Background: an optimization exercise with open tools, aiming at small area, a short achievable clock period and few clock cycles per item. Do not read the settings as production practice.
Where RTL was checked, it was by simulation tests only, not by an equivalence proof against the original.
Function not checked in runs 1 to 4: the RTL went through the layout flow alone.
No activity file was given, so power comes from the tool's default toggle rates.

$ cat flow/flow/run.sh
#!/bin/bash
# The standard layout, with plain buffers (not delay cells) on the ports
set -euo pipefail
bash standard.sh BUFFER_PORTS_ARGS="-buffer_cell sky130_fd_sc_hd__buf_4" finish > standard_flow.log 2>&1
$ cat flow/standard.sh
#!/bin/bash
# synth_recipe.tcl (not shown) runs the flow's synth.tcl, then flattens the netlist and writes it again
# the make line also repeats each setting of config.mk as NAME=value (left out here)
make -C /OpenROAD-flow-scripts/flow DESIGN_CONFIG=/design/flow/config.mk WORK_HOME=/design/flow/orfs CLKGATE_MAP_FILE= SYNTH_SCRIPT=/design/flow/synth_recipe.tcl "${@:-finish}"
$ cat flow/config.mk
export PLATFORM = sky130hd
export DESIGN_NAME = linear_key_value_table_core
export DESIGN_NICKNAME = linear_key_value_table_core
export VERILOG_FILES = /design/flow/design.v
export SDC_FILE = /design/flow/constraint.sdc
export NUM_CORES = 4
export LEC_CHECK = 0
export CAP_MARGIN = 20
export CORE_MARGIN = 2
export CORE_UTILIZATION = 40
export SETUP_SLACK_MARGIN = 2.5
export SLEW_MARGIN = 20
$ cat flow/constraint.sdc
create_clock -name core_clock -period 5.0 [get_ports {clock}]
set_input_delay 1.0000 -clock core_clock [delete_from_list [all_inputs] [get_ports {clock}]]
set_output_delay 1.0000 -clock core_clock [all_outputs]
set_load 0.01 [all_outputs]
$ cat flow/design.v
`timescale 1ns / 1ps
package lkv_pkg;
   localparam int DEPTH_DEFAULT    = 16;
   localparam int KEY_BITS_DEFAULT = 32;
   localparam int QUEUE_DEPTH      = 2;
   localparam int REQ_TYPE_W    = 2;
   localparam int KEY_W         = 32;
   localparam int VALUE_W       = 32;
   localparam int STATUS_W      = 2;
   localparam int ENTRY_COUNT_W = 5;
   localparam logic [REQ_TYPE_W-1:0] REQ_LOOKUP = 2'd0;
   localparam logic [REQ_TYPE_W-1:0] REQ_INSERT = 2'd1;
   localparam logic [REQ_TYPE_W-1:0] REQ_REMOVE = 2'd2;
   localparam logic [STATUS_W-1:0] STATUS_OK   = 2'd0;
   localparam logic [STATUS_W-1:0] STATUS_MISS = 2'd1;
   localparam logic [STATUS_W-1:0] STATUS_FULL = 2'd2;
   typedef struct packed {
      logic is_insert;
      logic is_remove;
   } op_type;
   localparam int OP_W = 2;
   typedef enum logic [4:0] {
      ST_IDLE       = 5'b00001,
      ST_SEARCH     = 5'b00010,
      ST_FETCH_LAST = 5'b00100,
      ST_DONE       = 5'b01000,
      ST_SPARE      = 5'b10000
   } back_state_type;
endpackage
`timescale 1ns / 1ps
module linear_key_value_table_core #(
   parameter int DEPTH    = lkv_pkg::DEPTH_DEFAULT,
   parameter int KEY_BITS = lkv_pkg::KEY_BITS_DEFAULT
) (
   input  logic                              clock,
   input  logic                              reset,
   input  logic                              req_valid,
   output logic                              req_ready,
   input  logic [lkv_pkg::REQ_TYPE_W-1:0]    req_type,
   input  logic [lkv_pkg::KEY_W-1:0]         req_key,
   input  logic [lkv_pkg::VALUE_W-1:0]       req_value,
   output logic                              rsp_valid,
   input  logic                              rsp_ready,
   output logic [lkv_pkg::STATUS_W-1:0]      rsp_status,
   output logic [lkv_pkg::VALUE_W-1:0]       rsp_value_out,
   output logic [lkv_pkg::ENTRY_COUNT_W-1:0] rsp_entry_count,
   output logic                              rsp_is_empty
);
   localparam int VW = lkv_pkg::VALUE_W;
   localparam int CW = lkv_pkg::ENTRY_COUNT_W;
   logic                r_v, r_ins, r_rem;
   logic [DEPTH-1:0]    r_eq;      
   logic [DEPTH-1:0]    r_slot;    
   logic [DEPTH-1:0]    nf;        
   logic                rdy_ff;
   logic [DEPTH-1:0]    tv;
   logic [KEY_BITS-1:0] tk [DEPTH];
   logic [VW-1:0]       tval [DEPTH];
   logic [CW-1:0]       cnt;
   logic                o_v, o_empty;
   logic [1:0]          o_st;
   logic [VW-1:0]       o_val;
   logic [CW-1:0]       o_cnt;
   logic                s_v;
   logic [1:0]          s_st;
   logic [VW-1:0]       s_val;
   logic                issue, hit, full, ins_ok, rem_ok, o_free, s_v_in, r_v_in, r_pend;
   logic [DEPTH-1:0]    m, sel, eq_in, slot_in, wr, tv_in, hold_in, avail_in, nf_in;
   logic                nf_none;
   logic [1:0]          n_st;
   logic [VW-1:0]       n_val;
   logic [CW-1:0]       cnt_in;
   logic                empty_in;
   assign issue  = r_v && !s_v;
   assign full   = cnt[CW-1];
   assign r_pend = r_v && r_ins;
   for (genvar i = 0; i < DEPTH; i++) begin : g_cmp
      assign eq_in[i] = (tk[i] == req_key);
      assign m[i]     = tv[i] && r_eq[i];
      assign sel[i]   = m[i] && !r_ins;
   end
   assign hit    = |m;
   assign ins_ok = issue && r_ins && !hit && !full;
   assign rem_ok = issue && r_rem && hit;
   assign nf_none = ~|nf;
   assign slot_in = nf_none ? ((r_pend ? (r_slot & ~tv) : '0) | (r_rem ? m : '0)) : nf;
   assign wr      = rdy_ff ? (nf | (nf_none ? (((r_pend && !ins_ok) ? (r_slot & ~tv) : '0) |
                                               (r_rem ? m : '0)) : '0)) : '0;
   assign hold_in  = rdy_ff ? ((req_valid && req_type == lkv_pkg::REQ_INSERT) ? slot_in : '0)
                            : (r_pend ? r_slot : '0);
   assign avail_in = ~tv_in & ~hold_in;
   always_comb begin
      logic seen;
      seen = 1'b0;
      for (int i = 0; i < DEPTH; i++) begin
         nf_in[i] = avail_in[i] && !seen;
         seen     = seen || avail_in[i];
      end
   end
   always_comb begin
      n_val = '0;
      for (int i = 0; i < DEPTH; i++) n_val = n_val | ({VW{sel[i]}} & tval[i]);
   end
   always_comb begin
      if (r_ins) n_st = hit ? lkv_pkg::STATUS_MISS : (full ? lkv_pkg::STATUS_FULL : lkv_pkg::STATUS_OK);
      else       n_st = hit ? lkv_pkg::STATUS_OK : lkv_pkg::STATUS_MISS;
   end
   always_comb begin
      cnt_in = cnt;
      if (ins_ok) cnt_in = cnt + 1'b1;
      else if (rem_ok) cnt_in = cnt - 1'b1;
   end
   assign empty_in = (cnt == '0) ? !ins_ok : ((cnt == CW'(1)) && rem_ok);
   for (genvar i = 0; i < DEPTH; i++) begin : g_slot
      always_ff @(posedge clock) begin
         if (wr[i]) begin
            tk[i]   <= req_key;
            tval[i] <= req_value;
         end
      end
      assign tv_in[i] = tv[i] ? !(rem_ok && m[i]) : (ins_ok && r_slot[i]);
      always_ff @(posedge clock) begin
         if (reset) tv[i] <= 1'b0;
         else       tv[i] <= tv_in[i];
      end
   end
   assign o_free = !o_v || rsp_ready;
   assign s_v_in = s_v ? !o_free : (issue && !o_free);
   assign r_v_in = rdy_ff ? req_valid : r_v;
   always_ff @(posedge clock) begin
      if (reset) begin
         cnt    <= '0;
         r_v    <= 1'b0;
         s_v    <= 1'b0;
         o_v    <= 1'b0;
         rdy_ff <= 1'b1;
         nf     <= DEPTH'(1);
      end else begin
         nf     <= nf_in;
         cnt    <= cnt_in;
         r_v    <= r_v_in;
         s_v    <= s_v_in;
         o_v    <= o_free ? (s_v || issue) : 1'b1;
         rdy_ff <= !r_v_in || !s_v_in;
      end
   end
   always_ff @(posedge clock) begin
      if (rdy_ff) begin
         r_ins  <= (req_type == lkv_pkg::REQ_INSERT);
         r_rem  <= (req_type == lkv_pkg::REQ_REMOVE);
         r_eq   <= eq_in;
         r_slot <= slot_in;
      end
      if (!s_v) begin
         s_st  <= n_st;
         s_val <= n_val;
      end
      if (o_free) begin
         if (s_v) begin
            o_st    <= s_st;
            o_val   <= s_val;
            o_cnt   <= cnt;
            o_empty <= (cnt == '0);
         end else begin
            o_st    <= n_st;
            o_val   <= n_val;
            o_cnt   <= cnt_in;
            o_empty <= empty_in;
         end
      end
   end
   assign req_ready       = rdy_ff;
   assign rsp_valid       = o_v;
   assign rsp_status      = o_st;
   assign rsp_value_out   = o_val;
   assign rsp_entry_count = o_cnt;
   assign rsp_is_empty    = o_empty;
endmodule
==> results of run 1 <==
==> per-layer routing <==
metal / up-vias / GRT usage (%) / wire [um]
met1: 14070 / 30.19 / 56240
met3: 317 / 3.805 / 11500
met4: 0 / 9.857 / 6509
li1: 11360 / - / -
met5: - / 0 / 0
met2: 1462 / 37.47 / 67980
==> final cells by class <==
cell class | instances | area, um^2
antenna | 6 | 15.01
clock buffer | 151 | 3115
clock inverter | 67 | 600.6
fill | 9109 | 56270
inverter | 23 | 86.33
multi-input combinational | 1381 | 11750
sequential | 1173 | 34500
tap | 1500 | 1877
timing repair buffer | 348 | 4282
==> through the flow <==
| step | hold slack [ns] | util, % | setup WS (ns) | instances | total power, W |
|---|---|---|---|---|---|
| floorplan | 0.4225 | - | 2.258 | 2668 | 0.01136 |
| global placement | 0.4459 | 42.86 | 1.413 | 4188 | 0.01168 |
| detailed placement | 0.4483 | 42.91 | 1.385 | 4191 | 0.01171 |
| CTS | 0.4566 | 48.34 | 2.242 | 4545 | 0.02019 |
| global route | 0.4842 | 49.97 | 2.132 | 4643 | 0.02065 |
| finish | 0.4532 | 49.98 | 2.131 | 4649 | 0.02013 |
==> logic make-up after synthesis <==
logic type	after synthesis	share of synthesized area, %
DFF	1173	76.01
xor gates and xnor gates	516	9.965
and+or+nand+nor	400	5.049
AOI/OAI and AO/OA	389	6.908
buffers and inverters	161	1.338
muxes	25	0.6180
adders and majority gates	4	0.1104
==> worst reg2reg max path: cells and delay by family, from the launching register on <==
| family | cells | cell delay (ns) |
|---|---|---|
| buffers and inverters | 3 | 0.64 |
| AO/OA/AOI/OAI | 2 | 0.91 |
| flip-flops | 1 | 0.49 |
| AND/OR/NAND/NOR | 2 | 0.53 |
==> flip-flops by register name, summed over array words and instances (netlist names), 5 cells and up <==
| register | cells |
|---|---|
| nf | 16 |
| tval | 512 |
| r_slot | 16 |
| o_val | 32 |
| cnt | 5 |
| o_cnt | 5 |
| tk | 512 |
| r_eq | 16 |
| s_val | 32 |
| tv | 16 |
==> cells in the mapped netlist, drive strengths merged (17+ instances only) <==
master | count | area share [%]
a21oi | 29 | 0.32
a221oi | 106 | 2.1
a22o | 105 | 2.0
a22oi | 67 | 1.2
buf | 25 | 0.21
clkbuf | 113 | 0.94
dfxtp | 75 | 3.3
edfxtp | 1098 | 73
inv | 23 | 0.19
mux2 | 24 | 0.60
nand2 | 44 | 0.37
nand3 | 17 | 0.19
nand4 | 73 | 1.1
nor2 | 52 | 0.43
nor2b | 19 | 0.26
nor3 | 21 | 0.23
nor4 | 139 | 1.9
o21ai | 23 | 0.26
xor2 | 514 | 9.9
==> where the power goes <==
| part | internal, W | switching [W] | total, W |
|---|---|---|---|
| Combinational | 0.000228 | 0.000500 | 0.000728 |
| Clock | 0.00477 | 0.00378 | 0.00856 |
| Sequential | 0.0108 | 0.0000357 | 0.0108 |
| Total | 0.0158 | 0.00432 | 0.0201 |
==> worst paths after layout <==
check	endpoint	slack [ns]	cells past startpoint
setup / recovery	tval[11][3]$_DFFE_PP_	2.13	7
setup reg to reg	tval[11][3]$_DFFE_PP_	2.13	7
hold / removal	s_val[2]$_DFF_P_	0.45	2
hold reg to reg	s_val[2]$_DFF_P_	0.45	2
==> repair_timing <==
action,CTS,global route
buffers inserted,94,56
gates cloned,42,42
endpoints found under the setup margin,1125,924
gates resized for setup,176,141
hold buffers,0,0
pin swaps,51,43
==> flow_metrics.env, run 1 <==
export IMPL_status="timing/DRC/antenna clean"
export IMPL_cts_tree="done"
export IMPL_cp_data_arrival_time_ns=3.30
export IMPL_final_antenna_net_count=0
export IMPL_synthArstFlopShare_pct=0
export IMPL_vias=27200
export IMPL_r2r_start="nf[7]$_SDFF_PP0_"
export IMPL_slowest_delay_ns=0.49
export IMPL_core_area_um2=112500
export IMPL_tightest_slew_ns=1.025
export IMPL_htree_levels=3
export IMPL_routed_via_density=5.851
export IMPL_drive_above_1_share_pct=22.53
export IMPL_gp_congestion=0.8353
export IMPL_cp_start_kind="flip-flop"
export IMPL_max_cap_violations=0
export IMPL_drcViolationCount=0
export IMPL_die_area_um2=116100
export IMPL_dp_hpwl_mm=63.67
export IMPL_final_nets=3118
export IMPL_rsz0062_at_grt="yes"
export IMPL_syn_area_um2=45350
export IMPL_critPathLaunch="nf[7]$_SDFF_PP0_"
export IMPL_final_cell_mix="edfxtp_1, xor2_1, buf_4, clkbuf_16, nor4_1"
export IMPL_synth_warnings=3
export IMPL_wirelength_mm=142.2
export IMPL_drtIter0Drc=3503
export IMPL_yosysUniqueCellTypes=56
export IMPL_initial_core_util_pct=40.31
export IMPL_leakage_nw=19.13
export IMPL_worstPathCellList="nor4_4 > nand4_1 > buf_4 > o21bai_4 > o311a_4 > buf_12 > buf_12"
export IMPL_cp_max_fo=16
export IMPL_period_needed_ns=2.869
export IMPL_grt_pass1_wl_mm=191.4
export IMPL_cp_end_kind="flip-flop"
export IMPL_row_count=123
export IMPL_setup_violations=0
export IMPL_drtPass1Iterations=6
export IMPL_clock_root_buffer="clkbuf_16"
export IMPL_overflow=0
export IMPL_path_common_cell="buf_12"
export IMPL_io_pins=112
export IMPL_clkLatencyLatePin_ns=0.75
export IMPL_avgSynthCellArea_um2=17.00
export IMPL_die_w_um=340.7
export IMPL_antenna_found_initial=6
export IMPL_min_path_type="reg2reg"
export IMPL_track_usage_pct=22.88
export IMPL_cts_made_buffers=117
export IMPL_path_class="reg2reg"
export IMPL_ys_ff_latch=1173
export IMPL_clkSinkCount=1173
export IMPL_finClkSkew_ns=0.05637
export IMPL_synth_edf_count=1098
export IMPL_design_area_um2=56230
export IMPL_final_common_cell="edfxtp_1"
export IMPL_drv_slew=0
export IMPL_hold_violations=0
export IMPL_peakVddDrop_mv=0.3134
export IMPL_cp_num_buf_inv=3
export IMPL_critical_path_slowest_cell="dfxtp_2"
export IMPL_port_buffers=111
export IMPL_hold_path_startpoint="s_val[2]$_DFF_P_"
export IMPL_synth_flop_cell="edfxtp_1"
export IMPL_grt_max_degree=65
export IMPL_required_ns=5.43
export IMPL_cp_top_family="compound AO/OA/AOI/OAI gates"
export IMPL_max_freq_mhz=348.5
export IMPL_cts_clk_slew_worst_paths_ns=0.07
export IMPL_fin_tns_setup_ns=0
export IMPL_synthCells=2668
export IMPL_syn_to_final_growth_pct=23.98
export IMPL_wl_per_cell_um=30.59
export IMPL_ys_seq_area_share_pct=76.01
export IMPL_slew_headroom_pct=31.34
export IMPL_syn_nets=2742
export IMPL_cts_buffer_depth=3
export IMPL_dieHeight_um=340.7
export IMPL_p_per_area_nw_per_um2=358.0
export IMPL_finalCritPeriodShare_pct=57.39
export IMPL_placed_cell_area_um2=48280
export IMPL_first_global_vias=26150
==> run 2: changes to the inputs <==
--- a/flow/design.v
+++ b/flow/design.v
@@ -51,5 +51,6 @@
    logic                r_v, r_ins, r_rem;
-   logic [DEPTH-1:0]    r_eq;      
+   logic [DEPTH-1:0]    r_m;       
    logic [DEPTH-1:0]    r_slot;    
    logic [DEPTH-1:0]    nf;        
+   logic                nf_none;   
    logic                rdy_ff;
@@ -67,4 +68,4 @@
    logic                issue, hit, full, ins_ok, rem_ok, o_free, s_v_in, r_v_in, r_pend;
-   logic [DEPTH-1:0]    m, sel, eq_in, slot_in, wr, tv_in, hold_in, avail_in, nf_in;
-   logic                nf_none;
+   logic [DEPTH-1:0]    m, eq_in, slot_in, wr, tv_in, hold_in, avail_in, nf_in;
+   logic                nf_none_in;
    logic [1:0]          n_st;
@@ -78,4 +79,3 @@
       assign eq_in[i] = (tk[i] == req_key);
-      assign m[i]     = tv[i] && r_eq[i];
-      assign sel[i]   = m[i] && !r_ins;
+      assign m[i]     = r_m[i];
    end
@@ -84,5 +84,4 @@
    assign rem_ok = issue && r_rem && hit;
-   assign nf_none = ~|nf;
    assign slot_in = nf_none ? ((r_pend ? (r_slot & ~tv) : '0) | (r_rem ? m : '0)) : nf;
-   assign wr      = rdy_ff ? (nf | (nf_none ? (((r_pend && !ins_ok) ? (r_slot & ~tv) : '0) |
+   assign wr      = rdy_ff ? (nf | (nf_none ? (((r_pend && hit) ? (r_slot & ~tv) : '0) |
                                                (r_rem ? m : '0)) : '0)) : '0;
@@ -99,5 +98,7 @@
    end
+   assign nf_none_in = ~|avail_in;
    always_comb begin
       n_val = '0;
-      for (int i = 0; i < DEPTH; i++) n_val = n_val | ({VW{sel[i]}} & tval[i]);
+      for (int i = 0; i < DEPTH; i++) n_val = n_val | ({VW{m[i]}} & tval[i]);
+      if (r_ins) n_val = '0;
    end
@@ -136,5 +137,7 @@
          rdy_ff <= 1'b1;
-         nf     <= DEPTH'(1);
+         nf      <= DEPTH'(1);
+         nf_none <= 1'b0;
       end else begin
-         nf     <= nf_in;
+         nf      <= nf_in;
+         nf_none <= nf_none_in;
          cnt    <= cnt_in;
@@ -150,3 +153,3 @@
          r_rem  <= (req_type == lkv_pkg::REQ_REMOVE);
-         r_eq   <= eq_in;
+         r_m    <= eq_in & tv_in;
          r_slot <= slot_in;
==> flow_metrics.env, run 2 <==
export IMPL_status="timing/DRC/antenna clean"
export IMPL_synth_top_area_cell="edfxtp_1"
export IMPL_drtPass1Iterations=6
export IMPL_cp_data_arrival_time_ns=3.44
export IMPL_overflow=0
export IMPL_required_ns=5.64
export IMPL_multiInputGateArea_um2=10920
export IMPL_clkLatencyLatePin_ns=0.74
export IMPL_worstPathCellList="buf_12 > or4_4 > o41a_1 > and2_1 > a211o_4 > buf_4 > nor4_2"
export IMPL_drive_above_1_share_pct=17.98
export IMPL_syn_nets=2830
export IMPL_synthCells=2756
export IMPL_cp_end_kind="flip-flop"
export IMPL_first_global_vias=25340
export IMPL_ys_ff_latch=1174
export IMPL_regArea_um2=34500
export IMPL_dieHeight_um=341.1
export IMPL_io_pins=112
export IMPL_drtIter0Drc=3166
export IMPL_p_comb_share_pct=3.8
export IMPL_r2r_end="nf[13]$_SDFF_PP0_"
export IMPL_clock_root_buffer="clkbuf_16"
export IMPL_min_path_type="reg2reg"
export IMPL_row_count=123
export IMPL_hold_buffers=0
export IMPL_clkSinkCount=1174
export IMPL_tightest_slew_ns=0.8070
export IMPL_synth_edf_count=1098
export IMPL_cts_clk_slew_worst_paths_ns=0.06
export IMPL_p_seq_share_pct=53.3
export IMPL_fillers=9334
export IMPL_dp_hpwl_mm=62.12
export IMPL_finalCritPeriodShare_pct=55.95
export IMPL_rrSetupSlack_ns=2.20
export IMPL_yosys_top_cells_count="edfxtp_1, xor2_1, a22oi_1"
export IMPL_crit_end="nf[13]$_SDFF_PP0_"
export IMPL_path_class="reg2reg"
export IMPL_cts_made_buffers=117
export IMPL_drv_slew=0
export IMPL_max_freq_mhz=357.5
export IMPL_cts_buffer_depth=3
export IMPL_avgSynthCellArea_um2=16.49
export IMPL_routed_via_density=5.632
export IMPL_slew_headroom_pct=46.20
export IMPL_die_w_um=341.1
export IMPL_r2r_start="r_m[14]$_DFFE_PP_"
export IMPL_initial_core_util_pct=40.35
export IMPL_p_per_area_nw_per_um2=372.0
export IMPL_final_antenna_net_count=0
export IMPL_rsz0062_at_grt="yes"
export IMPL_setup_violations=0
export IMPL_antenna_found_initial=5
export IMPL_cp_start_kind="flip-flop"
export IMPL_cp_max_fo=7
export IMPL_p_sw_share_pct=21.32
export IMPL_synthArstFlopShare_pct=0
export IMPL_whs_path_depth=2
export IMPL_period_needed_ns=2.797
export IMPL_die_area_um2=116300
export IMPL_largestRegisters="tk x512, tval x512"
export IMPL_peakVddDrop_mv=0.3503
export IMPL_ys_top_cells_by_area="edfxtp_1, xor2_1, dfxtp_1"
export IMPL_gp_congestion=0.8341
export IMPL_grt_pass1_wl_mm=174.8
export IMPL_syn_to_final_growth_pct=20.91
export IMPL_synth_top_area_share_pct=72.54
export IMPL_synth_warnings=3
export IMPL_max_cap_violations=0
export IMPL_leakage_nw=18.55
export IMPL_critPathLaunch="r_m[14]$_DFFE_PP_"
export IMPL_final_common_cell="edfxtp_1"
export IMPL_place_inst=4253
export IMPL_cts_tree="done"
export IMPL_fin_total_pwr_w=0.02045
export IMPL_clkPwrFrac_pct=43.0
export IMPL_track_usage_pct=20.53
export IMPL_yosysMostFrequentCell="edfxtp_1"
export IMPL_grt_max_degree=70
export IMPL_vias=26060
export IMPL_final_nets=3097
export IMPL_htree_levels=3
export IMPL_p_switching_w=0.004359
export IMPL_critical_path_slowest_cell="or4_4"
export IMPL_yosysUniqueCellTypes=60
export IMPL_port_buffers=111
export IMPL_finClkSkew_ns=0.05623
export IMPL_stdcell_count=4628
export IMPL_synth_flop_cell="edfxtp_1"
export IMPL_core_area_um2=112700
export IMPL_drcViolationCount=0
export IMPL_intPower_w=0.01609
export IMPL_hold_violations=0
export IMPL_fin_tns_setup_ns=0
export IMPL_wl_per_cell_um=27.95
export IMPL_slowest_delay_ns=0.62
export IMPL_final_cell_mix="edfxtp_1, xor2_1, a22oi_1, buf_4, clkbuf_16"
export IMPL_wirelength_mm=129.4
export IMPL_ff2ff_path_depth=7
export IMPL_ys_seq_area_share_pct=75.89
export IMPL_syn_area_um2=45450
run 2: worst max-delay path: cells and delay by family (launching register included):
| kind | cells | cell delay, ns |
|---|---|---|
| simple gates | 3 | 1.14 |
| buf+inv | 2 | 0.32 |
| compound gates | 2 | 0.76 |
| flops | 1 | 0.50 |
run 2: kinds of logic after synthesis:
| logic type | count (synthesis) | synth area share [%] |
|---|---|---|
| xor+xnor | 516 | 9.943 |
| buf+inv | 170 | 1.445 |
| fa+ha+maj | 4 | 0.1101 |
| flops | 1174 | 75.89 |
| simple gates | 494 | 5.932 |
| compound gates | 398 | 6.684 |
run 2: repair_timing:
| item | 4_1_cts | 5_1_grt |
|---|---|---|
| gates resized for setup | 91 | 165 |
| setup endpoints to repair | 1072 | 988 |
| pin swaps | 18 | 30 |
| buffers inserted | 40 | 53 |
| cloned | 11 | 47 |
run 2: cell type report:
class | instances | share of cell area (%)
clock inverters | 76 | 1.471
flip-flops and latches | 1174 | 62.77
multi-input cells | 1419 | 19.86
inverters | 9 | 0.06147
well taps | 1500 | 3.415
diodes | 3 | 0.01366
repair buffers | 302 | 6.816
clock buffers | 145 | 5.591
run 2: worst min path at each step:
stage | endpoint | from | slack, ns
2_1_floorplan | s_val[0]$_DFF_P_ | s_val[0]$_DFF_P_ | 0.42
3_3_place_gp | s_val[16]$_DFF_P_ | s_val[16]$_DFF_P_ | 0.44
3_5_place_dp | s_val[4]$_DFF_P_ | s_val[4]$_DFF_P_ | 0.44
4_1_cts | s_val[24]$_DFF_P_ | s_val[24]$_DFF_P_ | 0.46
5_1_grt | s_val[0]$_DFF_P_ | s_val[0]$_DFF_P_ | 0.48
6_report | s_val[0]$_DFF_P_ | s_val[0]$_DFF_P_ | 0.46
run 2: metrics by stage:
stage	utilization, %	hold slack, ns	setup WS, ns	instance area (um^2)
after global placement	42.66	0.4369	1.521	48060
after floorplan	-	0.4225	2.502	45700
after global routing	48.78	0.4789	2.145	54960
final	48.79	0.4565	2.203	54960
after detailed placement	42.69	0.4430	1.543	48090
after CTS	47.03	0.4581	2.169	52980
run 2: metal layers:
metal | track usage (%) | vias up | wire length (um)
met3 | 3.576 | 234 | 9995
li1 | - | 11250 | -
met5 | 0 | - | 7
met2 | 34.07 | 1163 | 62120
met4 | 5.534 | 2 | 3716
met1 | 27.95 | 13410 | 53510
run 2: power by group through the flow:
stage | Clock, W | Sequential, W | Combinational, W
after global routing | 0.00931 | 0.0109 | 0.000828
after global placement | 0 | 0.0111 | 0.000714
after detailed placement | 0 | 0.0111 | 0.000733
final | 0.00878 | 0.0109 | 0.000770
after floorplan | 0 | 0.0111 | 0.000348
after CTS | 0.00891 | 0.0109 | 0.000757
==> run 3: changes to the inputs <==
--- a/flow/config.mk
+++ b/flow/config.mk
@@ -9,3 +9,3 @@
 export CORE_MARGIN = 2
-export CORE_UTILIZATION = 40
+export CORE_UTILIZATION = 60
 export SETUP_SLACK_MARGIN = 2.5
==> flow_metrics.env, run 3 <==
export IMPL_clock_root_buffer="clkbuf_16"
export IMPL_whs_ns=0.4582
export IMPL_first_global_vias=25790
export IMPL_drtPass1Iterations=6
export IMPL_wirelength_mm=122.0
export IMPL_initial_core_util_pct=60.85
export IMPL_p_per_area_nw_per_um2=384.0
export IMPL_final_nets=3049
export IMPL_vias=25970
export IMPL_yosys_top_cells_count="edfxtp_1, xor2_1, a22oi_1"
export IMPL_port_buffers=111
export IMPL_hold_buffers=0
export IMPL_dp_hpwl_mm=61.13
export IMPL_finClkSkew_ns=0.01989
export IMPL_ys_ff_latch=1174
export IMPL_row_count=100
export IMPL_final_cell_mix="edfxtp_1, xor2_1, buf_4, a22oi_1, clkbuf_16"
export IMPL_overflow=0
export IMPL_finalCritPeriodShare_pct=55.41
export IMPL_fin_util_pct=71.16
export IMPL_drv_slew=0
export IMPL_core_area_um2=74700
export IMPL_dp_slack_ns=1.678
export IMPL_clkSinkCount=1174
export IMPL_multiInputGateArea_um2=10800
export IMPL_hold_violations=0
export IMPL_cp_data_arrival_time_ns=3.37
export IMPL_synthCells=2756
export IMPL_ys_seq_area_share_pct=75.89
export IMPL_final_antenna_net_count=0
export IMPL_clkLatencyLatePin_ns=0.69
export IMPL_fin_ws_ns=2.229
export IMPL_wl_per_cell_um=30.17
export IMPL_drtIter0Drc=2925
export IMPL_yosysMostFrequentCell="edfxtp_1"
export IMPL_rsz0062_at_grt="yes"
export IMPL_grt_max_degree=72
export IMPL_yosysUniqueCellTypes=60
export IMPL_drcViolationCount=0
export IMPL_synth_top_area_cell="edfxtp_1"
export IMPL_fin_tns_setup_ns=0
export IMPL_die_area_um2=77980
export IMPL_largestRegisters="tk x512, tval x512"
export IMPL_tightest_slew_ns=0.9246
export IMPL_final_common_cell="edfxtp_1"
export IMPL_cts_tree="done"
export IMPL_dieHeight_um=279.2
export IMPL_synthArstFlopShare_pct=0
export IMPL_min_path_type="reg2reg"
export IMPL_peakVddDrop_mv=0.3287
export IMPL_regArea_um2=34500
export IMPL_required_ns=5.60
export IMPL_leakage_nw=18.07
export IMPL_max_cap_violations=0
export IMPL_setup_violations=0
export IMPL_synth_warnings=3
export IMPL_synth_edf_count=1098
export IMPL_drive_above_1_share_pct=16.80
export IMPL_htree_levels=3
export IMPL_gp_congestion=0.8835
export IMPL_cp_end_kind="flip-flop"
export IMPL_status="timing/DRC/antenna clean"
export IMPL_cts_buffer_depth=3
export IMPL_path_class="reg2reg"
export IMPL_period_needed_ns=2.771
export IMPL_track_usage_pct=30.18
export IMPL_synth_flop_cell="edfxtp_1"
export IMPL_routed_via_density=6.423
export IMPL_io_pins=112
export IMPL_syn_area_um2=45450
export IMPL_synth_top_area_share_pct=72.54
export IMPL_antenna_found_initial=1
export IMPL_cts_made_buffers=115
export IMPL_cts_clk_slew_worst_paths_ns=0.06
export IMPL_max_freq_mhz=360.9
export IMPL_cp_start_kind="flip-flop"
export IMPL_syn_to_final_growth_pct=16.93
export IMPL_grt_pass1_wl_mm=170.8
export IMPL_cp_max_fo=6
export IMPL_syn_nets=2830
export IMPL_ys_top_cells_by_area="edfxtp_1, xor2_1, dfxtp_1"
export IMPL_die_w_um=279.2
export IMPL_slew_headroom_pct=38.08
export IMPL_avgSynthCellArea_um2=16.49
export IMPL_fillers=4764
-- run 3: critical path: stages, from the launching register on --
cell,delay [ns]
edfxtp_1,0.45
buf_12,0.16
or4_4,0.59
buf_4,0.17
o41a_1,0.34
and2_4,0.18
nor3b_4,0.27
buf_6,0.16
nand3_4,0.09
buf_4,0.16
nor3_2,0.13
-- run 3: repair_timing --
action | CTS | global route
pin swaps | 22 | 28
setup buffers | 42 | 33
setup endpoints to repair | 1069 | 707
cloned | 4 | 26
resized for setup | 75 | 92
-- run 3: power breakdown --
group	switching, W	internal, W
logic	0.000523	0.000226
clock network	0.00361	0.00516
registers	0.0000428	0.0109
total	0.00417	0.0162
-- run 3: metal layers --
layer | global-route usage (%) | up-vias | wire length [um]
met1 | 40.92 | 13370 | 48570
met5 | 0 | - | 0
li1 | - | 11130 | -
met2 | 51.43 | 1264 | 60230
met3 | 3.891 | 213 | 9315
met4 | 9.291 | 0 | 3876
-- run 3: per-stage QoR --
stage	instances	total power [W]	area [um^2]
after global placement	3722	0.01180	47430
after floorplan	2756	0.01146	45700
after CTS	3981	0.02049	52010
after detailed placement	3722	0.01182	47430
after global routing	4040	0.02093	53140
final	4043	0.02041	53150
-- run 3: cells by family (layout without fill, tap and decap cells) --
group	Yosys count	count (layout)	share of synthesized area, %
AO/OA/AOI/OAI	398	398	6.684
flip-flops	1174	1174	75.89
XOR/XNOR	516	516	9.943
other	0	3	0
adder cells (fa/ha/maj)	4	4	0.1101
AND/OR/NAND/NOR	494	497	5.932
buffers and inverters	170	482	1.445
-- run 3: worst paths after layout --
| check | from | end | slack, ns | depth (start not counted) |
|---|---|---|---|---|
| worst max-delay path | r_m[14]$_DFFE_PP_ | nf_none$_SDFF_PP0_ | 2.23 | 10 |
| worst min-delay path | s_val[7]$_DFF_P_ | s_val[7]$_DFF_P_ | 0.46 | 2 |
| worst min register to register | s_val[7]$_DFF_P_ | s_val[7]$_DFF_P_ | 0.46 | 2 |
| worst max register to register | r_m[14]$_DFFE_PP_ | nf_none$_SDFF_PP0_ | 2.23 | 10 |
-- run 3: area by class of cell --
cell class,instances,share of cell area (%)
sequential,1174,64.92
multi-input combinational,1415,20.32
clock buffer,150,5.951
timing repair buffer,260,5.148
tap,969,2.281
clock inverter,63,1.304
inverter,9,0.06356
antenna,3,0.01412
==> run 4: changes to the inputs <==
--- a/flow/design.v
+++ b/flow/design.v
@@ -55,3 +55,2 @@
    logic                nf_none;   
-   logic                rdy_ff;
    logic [DEPTH-1:0]    tv;
@@ -63,7 +62,3 @@
    logic [VW-1:0]       o_val;
-   logic [CW-1:0]       o_cnt;
-   logic                s_v;
-   logic [1:0]          s_st;
-   logic [VW-1:0]       s_val;
-   logic                issue, hit, full, ins_ok, rem_ok, o_free, s_v_in, r_v_in, r_pend;
+   logic                issue, hit, full, ins_ok, rem_ok, o_free, rdy, r_v_in, r_pend;
    logic [DEPTH-1:0]    m, eq_in, slot_in, wr, tv_in, hold_in, avail_in, nf_in;
@@ -74,3 +69,5 @@
    logic                empty_in;
-   assign issue  = r_v && !s_v;
+   assign o_free = !o_v || rsp_ready;
+   assign rdy    = !r_v || o_free;
+   assign issue  = r_v && o_free;
    assign full   = cnt[CW-1];
@@ -85,5 +82,5 @@
    assign slot_in = nf_none ? ((r_pend ? (r_slot & ~tv) : '0) | (r_rem ? m : '0)) : nf;
-   assign wr      = rdy_ff ? (nf | (nf_none ? (((r_pend && hit) ? (r_slot & ~tv) : '0) |
+   assign wr      = rdy ? (nf | (nf_none ? (((r_pend && hit) ? (r_slot & ~tv) : '0) |
                                                (r_rem ? m : '0)) : '0)) : '0;
-   assign hold_in  = rdy_ff ? ((req_valid && req_type == lkv_pkg::REQ_INSERT) ? slot_in : '0)
+   assign hold_in  = rdy ? ((req_valid && req_type == lkv_pkg::REQ_INSERT) ? slot_in : '0)
                             : (r_pend ? r_slot : '0);
@@ -127,12 +124,9 @@
    end
-   assign o_free = !o_v || rsp_ready;
-   assign s_v_in = s_v ? !o_free : (issue && !o_free);
-   assign r_v_in = rdy_ff ? req_valid : r_v;
+   assign r_v_in = rdy ? req_valid : r_v;
    always_ff @(posedge clock) begin
       if (reset) begin
-         cnt    <= '0;
-         r_v    <= 1'b0;
-         s_v    <= 1'b0;
-         o_v    <= 1'b0;
-         rdy_ff <= 1'b1;
+         cnt     <= '0;
+         o_empty <= 1'b1;
+         r_v     <= 1'b0;
+         o_v     <= 1'b0;
          nf      <= DEPTH'(1);
@@ -140,9 +134,8 @@
       end else begin
+         cnt     <= cnt_in;
+         o_empty <= empty_in;
+         r_v     <= r_v_in;
+         o_v     <= o_free ? issue : 1'b1;
          nf      <= nf_in;
          nf_none <= nf_none_in;
-         cnt    <= cnt_in;
-         r_v    <= r_v_in;
-         s_v    <= s_v_in;
-         o_v    <= o_free ? (s_v || issue) : 1'b1;
-         rdy_ff <= !r_v_in || !s_v_in;
       end
@@ -150,3 +143,3 @@
    always_ff @(posedge clock) begin
-      if (rdy_ff) begin
+      if (rdy) begin
          r_ins  <= (req_type == lkv_pkg::REQ_INSERT);
@@ -156,21 +149,8 @@
       end
-      if (!s_v) begin
-         s_st  <= n_st;
-         s_val <= n_val;
-      end
       if (o_free) begin
-         if (s_v) begin
-            o_st    <= s_st;
-            o_val   <= s_val;
-            o_cnt   <= cnt;
-            o_empty <= (cnt == '0);
-         end else begin
-            o_st    <= n_st;
-            o_val   <= n_val;
-            o_cnt   <= cnt_in;
-            o_empty <= empty_in;
-         end
+         o_st  <= n_st;
+         o_val <= n_val;
       end
    end
-   assign req_ready       = rdy_ff;
+   assign req_ready       = rdy;
    assign rsp_valid       = o_v;
@@ -178,3 +158,3 @@
    assign rsp_value_out   = o_val;
-   assign rsp_entry_count = o_cnt;
+   assign rsp_entry_count = cnt;
    assign rsp_is_empty    = o_empty;
==> flow_metrics.env, run 4 <==
export IMPL_core_area_um2=72960
export IMPL_max_freq_mhz=360.4
export IMPL_synth_warnings=3
export IMPL_status="timing/DRC/antenna clean"
export IMPL_cts_buffer_depth=3
export IMPL_initial_core_util_pct=60.56
export IMPL_leakage_nw=18.09
export IMPL_dieHeight_um=275.4
export IMPL_antenna_found_initial=1
export IMPL_htree_levels=3
export IMPL_final_common_cell="edfxtp_1"
export IMPL_final_cell_mix="edfxtp_1, xor2_1, buf_4, clkbuf_16, nor4_1"
export IMPL_final_nets=2992
export IMPL_p_comb_share_pct=4.8
export IMPL_synthArstFlopShare_pct=0
export IMPL_cp_data_arrival_time_ns=3.20
export IMPL_whs_ns=0.5414
export IMPL_grt_max_degree=65
export IMPL_max_cap_violations=0
export IMPL_ys_ff_latch=1133
export IMPL_finalCritPeriodShare_pct=55.49
export IMPL_fin_tns_setup_ns=0
export IMPL_hold_path_endpoint="r_v$_SDFFE_PP0N_"
export IMPL_yosysUniqueCellTypes=48
export IMPL_cts_tree="done"
export IMPL_r2r_end="tval[15][30]$_DFFE_PP_"
export IMPL_syn_nets=2682
export IMPL_setup_violations=0
export IMPL_slew_headroom_pct=38.17
export IMPL_rrSetupSlack_ns=2.23
export IMPL_clkPwrFrac_pct=41.2
export IMPL_synth_top_area_cell="edfxtp_1"
export IMPL_track_usage_pct=33.54
export IMPL_peakVddDrop_mv=0.3146
export IMPL_wirelength_mm=133.8
export IMPL_drtIter0Drc=3708
export IMPL_ff2ff_path_depth=9
export IMPL_overflow=0
export IMPL_io_pins=112
export IMPL_fillers=4429
export IMPL_whs_path_depth=3
export IMPL_drv_slew=0
export IMPL_required_ns=5.43
export IMPL_p_switching_w=0.004220
export IMPL_vias=26450
export IMPL_port_buffers=111
export IMPL_yosys_top_cells_count="edfxtp_1, xor2_1, clkbuf_1"
export IMPL_path_class="reg2reg"
export IMPL_min_path_type="in2reg"
export IMPL_drtPass1Iterations=6
export IMPL_synthCells=2608
export IMPL_syn_to_final_growth_pct=21.89
export IMPL_p_per_area_nw_per_um2=362.4
export IMPL_hold_buffers=0
export IMPL_r2r_start="r_m[9]$_DFFE_PN_"
export IMPL_largestRegisters="tk x512, tval x512, o_val x32"
export IMPL_synth_top_area_share_pct=74.21
export IMPL_p_sw_share_pct=21.62
export IMPL_routed_via_density=6.663
export IMPL_synth_edf_count=1092
export IMPL_drcViolationCount=0
export IMPL_row_count=99
export IMPL_cp_start_kind="flip-flop"
export IMPL_grt_pass1_wl_mm=177.9
export IMPL_ys_seq_area_share_pct=76.07
export IMPL_clkLatencyLatePin_ns=0.70
export IMPL_gp_congestion=0.8438
export IMPL_wl_per_cell_um=33.69
export IMPL_final_antenna_net_count=0
export IMPL_tightest_slew_ns=0.9252
export IMPL_intPower_w=0.01530
export IMPL_syn_area_um2=44190
export IMPL_hold_violations=0
export IMPL_cts_made_buffers=111
export IMPL_clkSinkCount=1133
export IMPL_finClkSkew_ns=0.03667
export IMPL_cts_clk_slew_worst_paths_ns=0.06
export IMPL_avgSynthCellArea_um2=16.94
export IMPL_p_seq_share_pct=54.1
export IMPL_hold_path_startpoint="req_valid"
export IMPL_first_global_vias=24990
export IMPL_ys_top_cells_by_area="edfxtp_1, xor2_1, a22o_1"
export IMPL_yosysMostFrequentCell="edfxtp_1"
export IMPL_die_w_um=275.4
export IMPL_cp_max_fo=12
export IMPL_synth_flop_cell="edfxtp_1"
export IMPL_clock_root_buffer="clkbuf_16"
export IMPL_rsz0062_at_grt="yes"
export IMPL_period_needed_ns=2.775
export IMPL_drive_above_1_share_pct=19.91
export IMPL_dp_hpwl_mm=58.00
export IMPL_die_area_um2=75830
export IMPL_cp_end_kind="flip-flop"
## run 4: layout make-up
type                            count  area (um^2)  area share [%]
Antenna cell                        2        5.005        0.009292
Clock buffer                      147         2953           5.482
Clock inverter                     57        509.2          0.9455
Inverter                           11        46.29         0.08595
Multi-Input combinational cell   1312        10580           19.65
Sequential cell                  1133        33620           62.42
Tap cell                          959         1200           2.228
Timing Repair Buffer              349         4945           9.180
## run 4: layer usage
layer	share of wire, %	vias to the layer above	GRT usage, %
met5	0	-	0
met4	4.9	0	12.83
met3	9.7	342	5.402
met2	48	1692	55.57
met1	38	13510	45.18
li1	-	10910	-
## run 4: how the worst max path moves through the flow
stage | endpoint | slack (ns) | depth (start not counted) | from
final | tval[15][30]$_DFFE_PP_ | 2.23 | 9 | r_m[9]$_DFFE_PN_
after global routing | tval[15][9]$_DFFE_PP_ | 2.20 | 9 | r_m[9]$_DFFE_PN_
after CTS | tval[4][10]$_DFFE_PP_ | 2.25 | 9 | r_m[0]$_DFFE_PN_
after detailed placement | nf_none$_SDFF_PP0_ | 1.25 | 7 | rsp_ready
after global placement | tval[10][21]$_DFFE_PP_ | 1.32 | 8 | r_m[7]$_DFFE_PN_
after floorplan | req_ready | 1.93 | 4 | rsp_ready
## run 4: stage by stage
| stage | area [um^2] | worst slack [ns] | total power [W] | utilization, % | std cells |
|---|---|---|---|---|---|
| after detailed placement | 46360 | 1.247 | 0.01157 | 63.55 | 3580 |
| after floorplan | 44540 | 1.930 | 0.01116 | - | 2608 |
| after CTS | 52690 | 2.251 | 0.01948 | 72.22 | 3906 |
| final | 53860 | 2.225 | 0.01952 | 73.82 | 3970 |
| after global routing | 53860 | 2.195 | 0.01998 | 73.82 | 3968 |
| after global placement | 46360 | 1.316 | 0.01155 | 63.55 | 3580 |
## run 4: critical path: stages (launching register included)
cell and delay, ns:
edfxtp_1 0.39, or4_4 0.57, nor4_4 0.33, buf_6 0.21, buf_4 0.15, o21ai_0 0.10
a21oi_2 0.21, nor2_4 0.14, buf_12 0.21, buf_16 0.16
## run 4: what timing repair did
action / in CTS / in global routing
gates resized for setup: 176 / 88
buffers inserted: 61 / 27
setup endpoints to repair: 1062 / 1051
gates cloned: 61 / 35
pin swaps: 37 / 39
## run 4: power groups by stage
stage | registers [W] | clock network (W) | logic [W]
finish | 0.0106 | 0.00803 | 0.000932
global route | 0.0106 | 0.00845 | 0.000982
CTS | 0.0106 | 0.00803 | 0.000903
detailed placement | 0.0108 | 0 | 0.000819
global placement | 0.0107 | 0 | 0.000801
floorplan | 0.0108 | 0 | 0.000398
## run 4: logic make-up (layout without fill, tap and decap cells)
| group | count (synthesis) | after routing | share of synthesized area (%) |
|---|---|---|---|
| AOI/OAI and AO/OA | 392 | 392 | 7.017 |
| xor gates and xnor gates | 516 | 516 | 10.23 |
| adders and majority gates | 4 | 4 | 0.1133 |
| buffers and inverters | 171 | 564 | 1.492 |
| DFF | 1133 | 1133 | 76.07 |
| muxes | 1 | 1 | 0.02548 |
| other | 0 | 2 | 0 |
| and+or+nand+nor | 391 | 399 | 5.057 |
==> run 5: changes to the inputs <==
--- a/flow/design.v
+++ b/flow/design.v
@@ -63,3 +63,4 @@
    logic                issue, hit, full, ins_ok, rem_ok, o_free, rdy, r_v_in, r_pend;
-   logic [DEPTH-1:0]    m, eq_in, slot_in, wr, tv_in, hold_in, avail_in, nf_in;
+   logic [DEPTH-1:0]    m, eq_in, slot_in, wr, tv_in, hold_in, nf_in, r_hold, free_a, free_b, low_a;
+   logic                take_in;
    logic                nf_none_in;
@@ -84,5 +85,7 @@
                                                (r_rem ? m : '0)) : '0)) : '0;
-   assign hold_in  = rdy ? ((req_valid && req_type == lkv_pkg::REQ_INSERT) ? slot_in : '0)
-                            : (r_pend ? r_slot : '0);
-   assign avail_in = ~tv_in & ~hold_in;
+   assign r_hold  = r_pend ? r_slot : '0;
+   assign take_in = rdy && req_valid && req_type == lkv_pkg::REQ_INSERT;
+   assign hold_in = rdy ? (take_in ? slot_in : '0) : r_hold;
+   assign free_a  = ~tv & ~r_hold & ~(rdy ? (take_in ? nf : '0) : r_hold);
+   assign free_b  = ((issue && r_rem) ? m : '0) | ((issue && r_pend && hit) ? (r_slot & ~tv) : '0);
    always_comb begin
@@ -91,7 +94,8 @@
       for (int i = 0; i < DEPTH; i++) begin
-         nf_in[i] = avail_in[i] && !seen;
-         seen     = seen || avail_in[i];
+         low_a[i] = free_a[i] && !seen;
+         seen     = seen || free_a[i];
       end
    end
-   assign nf_none_in = ~|avail_in;
+   assign nf_in      = (|free_a) ? low_a : (free_b & ~hold_in);
+   assign nf_none_in = ~|free_a && ~|(free_b & ~hold_in);
    always_comb begin
==> flow_metrics.env, run 5 <==
export IMPL_overflow=0
export IMPL_synth_top_area_cell="edfxtp_1"
export IMPL_antenna_found_initial=1
export IMPL_required_ns=4.00
export IMPL_ys_top_cells_by_area="edfxtp_1, xor2_1, a221oi_1"
export IMPL_grt_pass1_wl_mm=168.7
export IMPL_finClkSkew_ns=0.03233
export IMPL_dp_hpwl_mm=61.25
export IMPL_routed_via_density=6.438
export IMPL_design_area_um2=51430
export IMPL_row_count=100
export IMPL_synth_flop_cell="edfxtp_1"
export IMPL_yosysUniqueCellTypes=59
export IMPL_yosys_top_cells_count="edfxtp_1, xor2_1, nor4_1"
export IMPL_critical_path_slowest_cell="and3b_2"
export IMPL_busiest_layer="met2"
export IMPL_min_path_type="in2reg"
export IMPL_io_pins=112
export IMPL_syn_nets=2777
export IMPL_port_buffers=111
export IMPL_worstPathCellList="buf_8 > and3b_2 > clkinv_4 > buf_16 > buf_6"
export IMPL_p_per_area_nw_per_um2=389.4
export IMPL_dieHeight_um=277.4
export IMPL_final_common_cell="edfxtp_1"
export IMPL_first_global_vias=24840
export IMPL_htree_levels=3
export IMPL_rsz0062_at_grt="yes"
export IMPL_drcViolationCount=0
export IMPL_synth_edf_count=1092
export IMPL_crit_end="req_ready"
export IMPL_cp_num_buf_inv=4
export IMPL_cts_tree="done"
export IMPL_core_area_um2=74200
export IMPL_max_cap_violations=0
export IMPL_fin_util_pct=69.31
export IMPL_die_area_um2=76980
export IMPL_cts_made_buffers=111
export IMPL_grt_max_degree=65
export IMPL_cts_buffer_depth=3
export IMPL_period_needed_ns=2.690
export IMPL_clock_root_buffer="clkbuf_16"
export IMPL_synth_warnings=3
export IMPL_status="timing/DRC/antenna clean"
export IMPL_synth_top_area_share_pct=73.09
export IMPL_drtIter0Drc=2491
export IMPL_r2r_start="r_m[7]$_DFFE_PN_"
export IMPL_synthCells=2703
export IMPL_slowest_delay_ns=0.27
export IMPL_hold_violations=0
export IMPL_clkSinkCount=1133
export IMPL_cp_data_arrival_time_ns=1.69
export IMPL_vias=25260
export IMPL_path_class="in2out"
export IMPL_placed_cell_area_um2=46820
export IMPL_gp_congestion=0.8459
export IMPL_syn_to_final_growth_pct=14.63
export IMPL_largestRegisters="tk x512, tval x512, o_val x32"
export IMPL_ys_seq_area_share_pct=74.92
export IMPL_hold_path_startpoint="req_valid"
export IMPL_fillers=4828
export IMPL_setup_violations=0
export IMPL_drtPass1Iterations=7
export IMPL_syn_area_um2=44860
export IMPL_grtUsageMet3_pct=4.220
export IMPL_wl_per_cell_um=30.00
export IMPL_cp_top_family="buffers and inverters"
export IMPL_cp_start_kind="input pin"
export IMPL_fin_tns_setup_ns=0
export IMPL_crit_cells=5
export IMPL_r2r_end="nf_none$_SDFF_PP0_"
export IMPL_rrSetupSlack_ns=2.55
export IMPL_slew_headroom_pct=49.83
export IMPL_drv_slew=0
export IMPL_diodes=0
export IMPL_wirelength_mm=117.7
export IMPL_avgSynthCellArea_um2=16.60
export IMPL_multiInputGateArea_um2=10830
export IMPL_max_freq_mhz=371.8
export IMPL_cp_max_fo=2
export IMPL_yosysMostFrequentCell="edfxtp_1"
export IMPL_final_cell_mix="edfxtp_1, xor2_1, buf_4, nor4_1, clkbuf_16"
export IMPL_synthArstFlopShare_pct=0
export IMPL_cts_clk_slew_worst_paths_ns=0.07
export IMPL_final_antenna_net_count=0
export IMPL_final_nets=2934
export IMPL_regArea_um2=33620
export IMPL_die_w_um=277.4
export IMPL_clkLatencyLatePin_ns=0.68
export IMPL_tightest_slew_ns=0.7525
export IMPL_initial_core_util_pct=60.47
export IMPL_cp_end_kind="output port"
export IMPL_ys_ff_latch=1133
export IMPL_use_met2_pct=52.38
export IMPL_track_usage_pct=30.27
export IMPL_ff2ff_path_depth=7
export IMPL_critPathLaunch="rsp_ready"
export IMPL_leakage_nw=16.98
export IMPL_grt_use_met1_pct=40.37
export IMPL_drive_above_1_share_pct=15.20
export IMPL_peakVddDrop_mv=0.4075
export IMPL_finalCritPeriodShare_pct=53.79
==> run 5: changes by cell type after synthesis, sizes merged, moves of 10 or more <==
| cell | before | now |
|---|---|---|
| a21oi | 20 | 56 |
| a22o | 108 | 96 |
| buf | 27 | 48 |
| nor2b | 16 | 3 |
| a32oi | 10 | 0 |
| clkbuf | 133 | 120 |
| nand2 | 33 | 63 |
| a31o | 1 | 23 |
| nand2b | 3 | 16 |
| nand3 | 18 | 7 |
| a22oi | 86 | 71 |
| o21ai | 6 | 24 |
==> run 5: stage by stage <==
step | total power, W | hold slack, ns | worst slack (ns) | std cells
5_1_grt | 0.02057 | 0.5973 | 2.300 | 3923
4_1_cts | 0.02010 | 0.5531 | 2.269 | 3901
2_1_floorplan | 0.01116 | 0.5206 | 2.009 | 2703
3_3_place_gp | 0.01154 | 0.5500 | 1.504 | 3665
3_5_place_dp | 0.01156 | 0.5695 | 1.454 | 3666
6_report | 0.02003 | 0.5907 | 2.310 | 3923
==> run 5: cells by family after synthesis <==
logic type      after synthesis  synth area share (%)
simple gates                404                 5.307
compound gates              469                 7.912
flops                      1133                 74.92
xor+xnor                    515                 10.05
mux                           2               0.04462
buf+inv                     176                 1.651
fa+ha+maj                     4                0.1116
==> run 5: tightest hold or removal path, cell delays in order <==
cell,delay (ns)
buf_4,0.09
nor2_1,0.04
nor2_1,0.09
==> run 5: where the power goes <==
part / switching [W] / internal, W / total [W]
sequential: 0.0000460 / 0.0105 / 0.0106
combinational: 0.000573 / 0.000267 / 0.000840
clock: 0.00352 / 0.00511 / 0.00863
total: 0.00414 / 0.0159 / 0.0200
==> run 5: final cells by class <==
cell class | instances | share of cell area [%]
Sequential cell | 1133 | 65.37
Clock inverter | 70 | 1.686
Tap cell | 969 | 2.357
Clock buffer | 137 | 5.715
Multi-Input combinational cell | 1396 | 21.05
Inverter | 8 | 0.07542
Timing Repair Buffer | 210 | 3.752
==> run 5: worst min-delay path by stage <==
stage / end / slack [ns] / cells past startpoint
finish: r_v$_SDFFE_PP0N_ / 0.59 / 3
global route: r_v$_SDFFE_PP0N_ / 0.60 / 3
floorplan: nf[0]$_SDFF_PP1_ / 0.52 / 3
CTS: r_v$_SDFFE_PP0N_ / 0.55 / 3
global placement: cnt[4]$_SDFFE_PP0P_ / 0.55 / 2
detailed placement: cnt[4]$_SDFFE_PP0P_ / 0.57 / 2
==> run 5: repair_timing <==
item / in CTS / in global routing
buffers inserted: 26 / 19
gates resized for setup: 42 / 29
hold buffers: 0 / 0
pin swaps: 13 / 12
cloned: 2 / 3
setup endpoints to repair: 1077 / 627
==> run 5: metal layers <==
| metal | part of all wire, % | up-vias |
|---|---|---|
| li1 | - | 10930 |
| met1 | 40 | 13020 |
| met2 | 51 | 1123 |
| met3 | 6.9 | 180 |
| met4 | 2.4 | 2 |
| met5 | 0.0085 | - |
Testbench counts of run 5, summed over its fixed seeds: cycles 12,016, items 12,000.
==> run 6: changes to the inputs <==
--- a/flow/design.v
+++ b/flow/design.v
@@ -60,2 +60,3 @@
    logic                o_v, o_empty;
+   logic                idle_ff;   
    logic [1:0]          o_st;
@@ -71,3 +72,3 @@
    assign o_free = !o_v || rsp_ready;
-   assign rdy    = !r_v || o_free;
+   assign rdy    = idle_ff || rsp_ready;
    assign issue  = r_v && o_free;
@@ -135,2 +136,3 @@
          o_v     <= 1'b0;
+         idle_ff <= 1'b1;
          nf      <= DEPTH'(1);
@@ -142,2 +144,3 @@
          o_v     <= o_free ? issue : 1'b1;
+         idle_ff <= !r_v_in || !(o_free ? issue : 1'b1);
          nf      <= nf_in;
--- a/flow/config.mk
+++ b/flow/config.mk
@@ -10,3 +10,3 @@
 export CORE_UTILIZATION = 60
-export SETUP_SLACK_MARGIN = 2.5
+export SETUP_SLACK_MARGIN = 2.6
 export SLEW_MARGIN = 20
==> flow_metrics.env, run 6 <==
export IMPL_status="timing/DRC/antenna clean"
export IMPL_port_buffers=111
export IMPL_tightest_slew_ns=0.9011
export IMPL_overflow=0
export IMPL_drcViolationCount=0
export IMPL_cp_data_arrival_time_ns=3.04
export IMPL_cts_clk_slew_worst_paths_ns=0.07
export IMPL_whs_ns=0.5726
export IMPL_synth_simple_area_share_pct=5.405
export IMPL_yosys_area_share_adder_pct=0.1112
export IMPL_initial_core_util_pct=60.58
export IMPL_critPathLaunch="r_m[0]$_DFFE_PN_"
export IMPL_cts_made_buffers=111
export IMPL_io_pins=112
export IMPL_clkLatencyLatePin_ns=0.69
export IMPL_drive_above_1_share_pct=17.48
export IMPL_required_ns=5.51
export IMPL_synth_top_family_by_area="XOR/XNOR gates"
export IMPL_final_cell_mix="edfxtp_1, xor2_1, buf_4, nor4_1, clkbuf_16"
export IMPL_leakage_nw=17.42
export IMPL_cts_tree="done"
export IMPL_fin_ws_ns=2.477
export IMPL_synth_edf_count=1092
export IMPL_hold_buffers=0
export IMPL_track_usage_pct=30.91
export IMPL_first_global_vias=25480
export IMPL_multiInputGateArea_um2=10950
export IMPL_row_count=100
export IMPL_synthCells=2706
export IMPL_drtPass1Iterations=5
export IMPL_drv_slew=0
export IMPL_final_nets=2991
export IMPL_yosysUniqueCellTypes=68
export IMPL_wl_per_cell_um=31.28
export IMPL_dieHeight_um=277.9
export IMPL_max_freq_mhz=396.4
export IMPL_avgSynthCellArea_um2=16.64
export IMPL_peakVddDrop_mv=0.3008
export IMPL_grt_max_degree=65
export IMPL_finClkSkew_ns=0.03921
export IMPL_final_common_cell="edfxtp_1"
export IMPL_vias=26160
export IMPL_die_area_um2=77240
export IMPL_cts_buffer_depth=3
export IMPL_syn_to_final_growth_pct=16.18
export IMPL_min_path_type="reg2reg"
export IMPL_gp_congestion=0.9163
export IMPL_clock_root_buffer="clkbuf_16"
export IMPL_synthArstFlopShare_pct=0
export IMPL_path_class="reg2reg"
export IMPL_dp_slack_ns=1.574
export IMPL_htree_levels=3
export IMPL_cp_max_fo=5
export IMPL_slew_headroom_pct=39.86
export IMPL_synth_top_area_cell="edfxtp_1"
export IMPL_synth_xor_area_share_pct=10.02
export IMPL_synth_top_area_share_pct=72.84
export IMPL_syn_area_um2=45020
export IMPL_setup_violations=0
export IMPL_place_inst=3671
export IMPL_routed_via_density=6.570
export IMPL_ys_top_cells_by_area="edfxtp_1, xor2_1, a221oi_1"
export IMPL_hold_path_startpoint="cnt[3]$_SDFFE_PP0P_"
export IMPL_clkSinkCount=1134
export IMPL_drtIter0Drc=3216
export IMPL_synth_compound_area_share_pct=7.976
export IMPL_rsz0062_at_grt="yes"
export IMPL_r2r_start="r_m[0]$_DFFE_PN_"
export IMPL_yosysMostFrequentCell="edfxtp_1"
export IMPL_dp_hpwl_mm=61.91
export IMPL_synth_flop_cell="edfxtp_1"
export IMPL_yosys_mux_area_fraction_pct=0.09449
export IMPL_fin_tns_setup_ns=0
export IMPL_antenna_found_initial=2
export IMPL_period_needed_ns=2.523
export IMPL_max_cap_violations=0
export IMPL_core_area_um2=74320
export IMPL_p_per_area_nw_per_um2=376.8
export IMPL_final_antenna_net_count=0
export IMPL_cp_start_kind="flip-flop"
export IMPL_stdcell_count=3981
export IMPL_largestRegisters="tk x512, tval x512, o_val x32"
export IMPL_grt_pass1_wl_mm=172.5
export IMPL_ys_ff_latch=1134
export IMPL_finalCritPeriodShare_pct=50.46
export IMPL_synth_warnings=3
export IMPL_hold_violations=0
export IMPL_yosys_top_cells_count="edfxtp_1, xor2_1, nor4_1"
export IMPL_fillers=4752
export IMPL_syn_nets=2780
export IMPL_cp_end_kind="flip-flop"
export IMPL_ys_seq_area_share_pct=74.70
export IMPL_die_w_um=277.9
export IMPL_wirelength_mm=124.5
export IMPL_regArea_um2=33640
run 6: changes by cell type in the layout (fill, tap and decap cells not counted), sizes merged, moves of 5 or more:
cell	before	now
a211oi	9	3
nor2	62	68
nand4b	9	16
buf	207	246
nand3b	9	1
bufinv	18	7
and3	36	48
nand2	63	56
a311o	0	9
nand2b	16	6
o22ai	9	4
o21ai	24	34
clkinv	46	66
run 6: path summary, 6_finish.rpt:
kind	endpoint	slack [ns]	cells past startpoint
setup reg to reg	r_m[10]$_DFFE_PN_	2.48	9
setup / recovery	r_m[10]$_DFFE_PN_	2.48	9
hold / removal	o_empty$_SDFF_PP1_	0.57	1
hold reg to reg	o_empty$_SDFF_PP1_	0.57	1
run 6: what timing repair did:
action,in CTS,in global routing
setup endpoints to repair,1034,740
pin swaps,20,31
setup buffers,40,27
gates resized for setup,67,77
cloned,8,27
run 6: worst max-delay path: stages (launching register included):
cell,delay [ns]
edfxtp_1,0.43
nor4_4,0.41
nand4_4,0.23
buf_12,0.20
nor4_4,0.22
buf_4,0.21
clkbuf_16,0.16
a21oi_2,0.05
a31o_1,0.23
nor3_2,0.23
run 6: layout make-up:
| cell class | instances | share of cell area [%] |
|---|---|---|
| clock buffer | 126 | 5.499 |
| clock inverter | 80 | 1.244 |
| antenna | 2 | 0.009568 |
| sequential | 1134 | 64.31 |
| tap | 969 | 2.318 |
| multi-input combinational | 1400 | 20.94 |
| timing repair buffer | 263 | 5.612 |
| inverter | 7 | 0.06459 |
run 6: cells by family (layout without fill, tap and decap cells):
kind of cell               count (synthesis)  in the layout
DFF                                     1134           1134
xor gates and xnor gates                 515            515
AOI/OAI and AO/OA                        465            465
and+or+nand+nor                          408            412
buffers and inverters                    176            476
adders and majority gates                  4              4
muxes                                      4              4
other                                      0              2
run 6: report_power, final:
group / total, W / switching [W] / internal (W)
logic: 0.00104 / 0.000668 / 0.000376
registers: 0.0106 / 0.0000636 / 0.0105
clock network: 0.00806 / 0.00356 / 0.00451
run 6: metrics by stage:
step / area (um^2) / util (%) / power (W)
after detailed placement: 46980 / 63.22 / 0.01172
after global routing: 52300 / 70.38 / 0.02024
after global placement: 46980 / 63.22 / 0.01169
after floorplan: 45300 / - / 0.01127
final: 52310 / 70.38 / 0.01971
after CTS: 51280 / 69.00 / 0.01974
run 6: per-layer routing:
metal	vias to the layer above	track usage [%]	share of wire, %
met2	1338	51.96	49
met4	2	9.868	2.7
met3	201	4.927	8.1
met5	-	0	0.0064
met1	13540	41.73	40
li1	11080	-	-
Testbench counts of run 6, summed over its fixed seeds: cycles 12,016, items 12,000.
==> run 7: changes to the inputs <==
--- a/flow/config.mk
+++ b/flow/config.mk
@@ -10,3 +10,3 @@
 export CORE_UTILIZATION = 60
-export SETUP_SLACK_MARGIN = 2.6
+export SETUP_SLACK_MARGIN = 2.8
 export SLEW_MARGIN = 20
==> flow_metrics.env, run 7 <==
export IMPL_p_seq_share_pct=52.6
export IMPL_max_freq_mhz=389.3
export IMPL_antenna_found_initial=4
export IMPL_final_antenna_net_count=0
export IMPL_synth_edf_count=1092
export IMPL_dieHeight_um=277.9
export IMPL_cts_clk_slew_worst_paths_ns=0.07
export IMPL_finClkSkew_ns=0.02124
export IMPL_p_sw_share_pct=21.79
export IMPL_die_w_um=277.9
export IMPL_synthCells=2706
export IMPL_core_area_um2=74320
export IMPL_max_cap_violations=0
export IMPL_clkLatencyLatePin_ns=0.69
export IMPL_io_pins=112
export IMPL_p_per_area_nw_per_um2=352.5
export IMPL_grt_pass1_wl_mm=196.0
export IMPL_port_buffers=111
export IMPL_cp_data_arrival_time_ns=2.99
export IMPL_die_area_um2=77240
export IMPL_drive_above_1_share_pct=25.39
export IMPL_path_class="reg2reg"
export IMPL_peakVddDrop_mv=0.4302
export IMPL_cp_end_kind="flip-flop"
export IMPL_final_common_cell="edfxtp_1"
export IMPL_status="timing/DRC/antenna clean"
export IMPL_first_global_vias=27040
export IMPL_cts_tree="done"
export IMPL_intPower_w=0.01577
export IMPL_drtPass1Iterations=6
export IMPL_drv_slew=0
export IMPL_wl_per_cell_um=34.62
export IMPL_p_comb_share_pct=6.3
export IMPL_fin_tns_setup_ns=0
export IMPL_row_count=100
export IMPL_track_usage_pct=35.91
export IMPL_dp_hpwl_mm=61.95
export IMPL_hold_buffers=0
export IMPL_ys_top_cells_by_area="edfxtp_1, xor2_1, a221oi_1"
export IMPL_largestRegisters="tk x512, tval x512, o_val x32"
export IMPL_ys_ff_latch=1134
export IMPL_synthArstFlopShare_pct=0
export IMPL_setup_violations=0
export IMPL_clock_root_buffer="clkbuf_16"
export IMPL_cts_made_buffers=110
export IMPL_min_path_type="reg2reg"
export IMPL_wirelength_mm=145.2
export IMPL_slew_headroom_pct=45.56
export IMPL_synth_top_area_cell="edfxtp_1"
export IMPL_synth_top_area_share_pct=72.84
export IMPL_htree_levels=3
export IMPL_drtIter0Drc=4295
export IMPL_routed_via_density=6.777
export IMPL_cp_max_fo=20
export IMPL_final_nets=3204
export IMPL_gp_congestion=0.9248
export IMPL_final_cell_mix="edfxtp_1, xor2_1, buf_4, clkbuf_16, nor4_1"
export IMPL_required_ns=5.43
export IMPL_syn_to_final_growth_pct=27.04
export IMPL_rsz0062_at_grt="yes"
export IMPL_synth_flop_cell="edfxtp_1"
export IMPL_path_common_cell="buf_6"
export IMPL_grt_max_degree=38
export IMPL_clkPwrFrac_pct=41.1
export IMPL_yosys_top_cells_count="edfxtp_1, xor2_1, nor4_1"
export IMPL_synth_warnings=3
export IMPL_cp_top_family="buffers and inverters"
export IMPL_cts_buffer_depth=3
export IMPL_fin_util_pct=76.95
export IMPL_hold_violations=0
export IMPL_drcViolationCount=0
export IMPL_slowest_delay_ns=0.45
export IMPL_critical_path_slowest_cell="edfxtp_1"
export IMPL_overflow=0
export IMPL_syn_nets=2780
export IMPL_worstPathCellList="nor4_4 > buf_4 > buf_6 > and4_4 > buf_6 > buf_6 > o21ai_4 > a21oi_2 > nor2_4 > buf_12 > buf_16"
export IMPL_syn_area_um2=45020
export IMPL_initial_core_util_pct=60.58
export IMPL_leakage_nw=19.52
export IMPL_finalCritPeriodShare_pct=51.37
export IMPL_cp_start_kind="flip-flop"
export IMPL_period_needed_ns=2.569
export IMPL_yosysUniqueCellTypes=68
export IMPL_tightest_slew_ns=0.8166
export IMPL_cp_num_buf_inv=6
export IMPL_clkSinkCount=1134
export IMPL_ys_seq_area_share_pct=74.70
export IMPL_vias=28430
export IMPL_p_switching_w=0.004393
export IMPL_yosysMostFrequentCell="edfxtp_1"
export IMPL_avgSynthCellArea_um2=16.64
## run 7: cell counts after synthesis
Identical to the previous run, type by type.
## run 7: worst register-to-register path: stages, from the launching register on
cell and delay [ns]:
edfxtp_1 0.45, nor4_4 0.34, buf_4 0.17, buf_6 0.10
and4_4 0.27, buf_6 0.12, buf_6 0.10, o21ai_4 0.06
a21oi_2 0.22, nor2_4 0.11, buf_12 0.19, buf_16 0.17
## run 7: power groups by stage
| stage | logic, W | registers (W) | clock network, W |
|---|---|---|---|
| 2_1_floorplan | 0.000474 | 0.0108 | 0 |
| 3_3_place_gp | 0.000896 | 0.0108 | 0 |
| 3_5_place_dp | 0.000917 | 0.0108 | 0 |
| 4_1_cts | 0.00117 | 0.0106 | 0.00828 |
| 5_1_grt | 0.00132 | 0.0106 | 0.00870 |
| 6_report | 0.00127 | 0.0106 | 0.00828 |
## run 7: kinds of logic after synthesis
group	Yosys count	synth area share [%]
fa+ha+maj	4	0.1112
compound gates	465	7.976
xor+xnor	515	10.02
buf+inv	176	1.690
flops	1134	74.70
simple gates	408	5.406
mux	4	0.09449
## run 7: path summary, 6_finish.rpt
kind	startpoint	end	slack (ns)	cells past startpoint
setup reg to reg	r_m[14]$_DFFE_PN_	tval[12][5]$_DFFE_PP_	2.43	11
setup / recovery	r_m[14]$_DFFE_PN_	tval[12][5]$_DFFE_PP_	2.43	11
hold reg to reg	cnt[3]$_SDFFE_PP0P_	o_empty$_SDFF_PP1_	0.49	1
hold / removal	cnt[3]$_SDFFE_PP0P_	o_empty$_SDFF_PP1_	0.49	1
## run 7: layout make-up
| type | instances | area, um^2 |
|---|---|---|
| Fill cell | 4153 | 17130 |
| Antenna cell | 4 | 10.01 |
| Multi-Input combinational cell | 1406 | 11500 |
| Tap cell | 969 | 1212 |
| Clock inverter | 62 | 606.8 |
| Clock buffer | 142 | 3014 |
| Sequential cell | 1134 | 33650 |
| Inverter | 7 | 33.78 |
| Timing Repair Buffer | 471 | 7167 |
## run 7: per-stage QoR
step                      hold WS (ns)  area, um^2  cells  power [W]  setup WS (ns)
final                           0.4900       57190   4195    0.02016          2.431
after global routing            0.5104       57190   4192    0.02062          2.389
after CTS                       0.4952       55320   4095    0.02005          2.502
after detailed placement        0.5415       46910   3664    0.01172          1.463
after global placement          0.5173       46910   3664    0.01169          1.512
after floorplan                 0.5309       45330   2706    0.01128          1.853
## run 7: metal layers
layer / track usage [%] / vias up / wire (um) / part of all wire (%)
li1: - / 11570 / - / -
met1: 48.20 / 14460 / 53700 / 37
met2: 57.91 / 1958 / 67970 / 47
met3: 6.898 / 442 / 15610 / 11
met4: 15.50 / 6 / 7916 / 5.5
met5: 0 / - / 30 / 0.021
## run 7: what timing repair did
action                                  in CTS  in global routing
cloned                                      84                 38
resized for setup                          378                109
setup buffers                              143                 58
endpoints found under the setup margin    1117               1110
pin swaps                                   87                 51

[afterwards: timing with drivers on the ports]
The flow's constraints put no driver on any port. The routed layouts listed below were extracted and timed again, unchanged, in two steps.
Step 1 assumes that a clkbuf_16 drives the clock port and a buf_2 every other input.
Step 2 also shifts input and output timing later by t, the mid clock arrival at the registers, as if the neighbouring blocks saw the same clock.
Three values: no drivers, after step 1, after step 2; two values: the first two.
run	t, ns	setup WS [ns]
run 1	0.784	2.131 / 2.131 / 1.809
run 2	0.780	2.203 / 2.203 / 1.760
run 3	0.744	2.229 / 2.229 / 1.894
run 4	0.754	2.225 / 2.225 / 1.731
run 5	0.735	2.310 / 2.269 / 1.862
run 6	0.738	2.477 / 2.477 / 1.960
run 7	0.738	2.431 / 2.431 / 1.923
After both steps setup and hold are still met in every run listed.
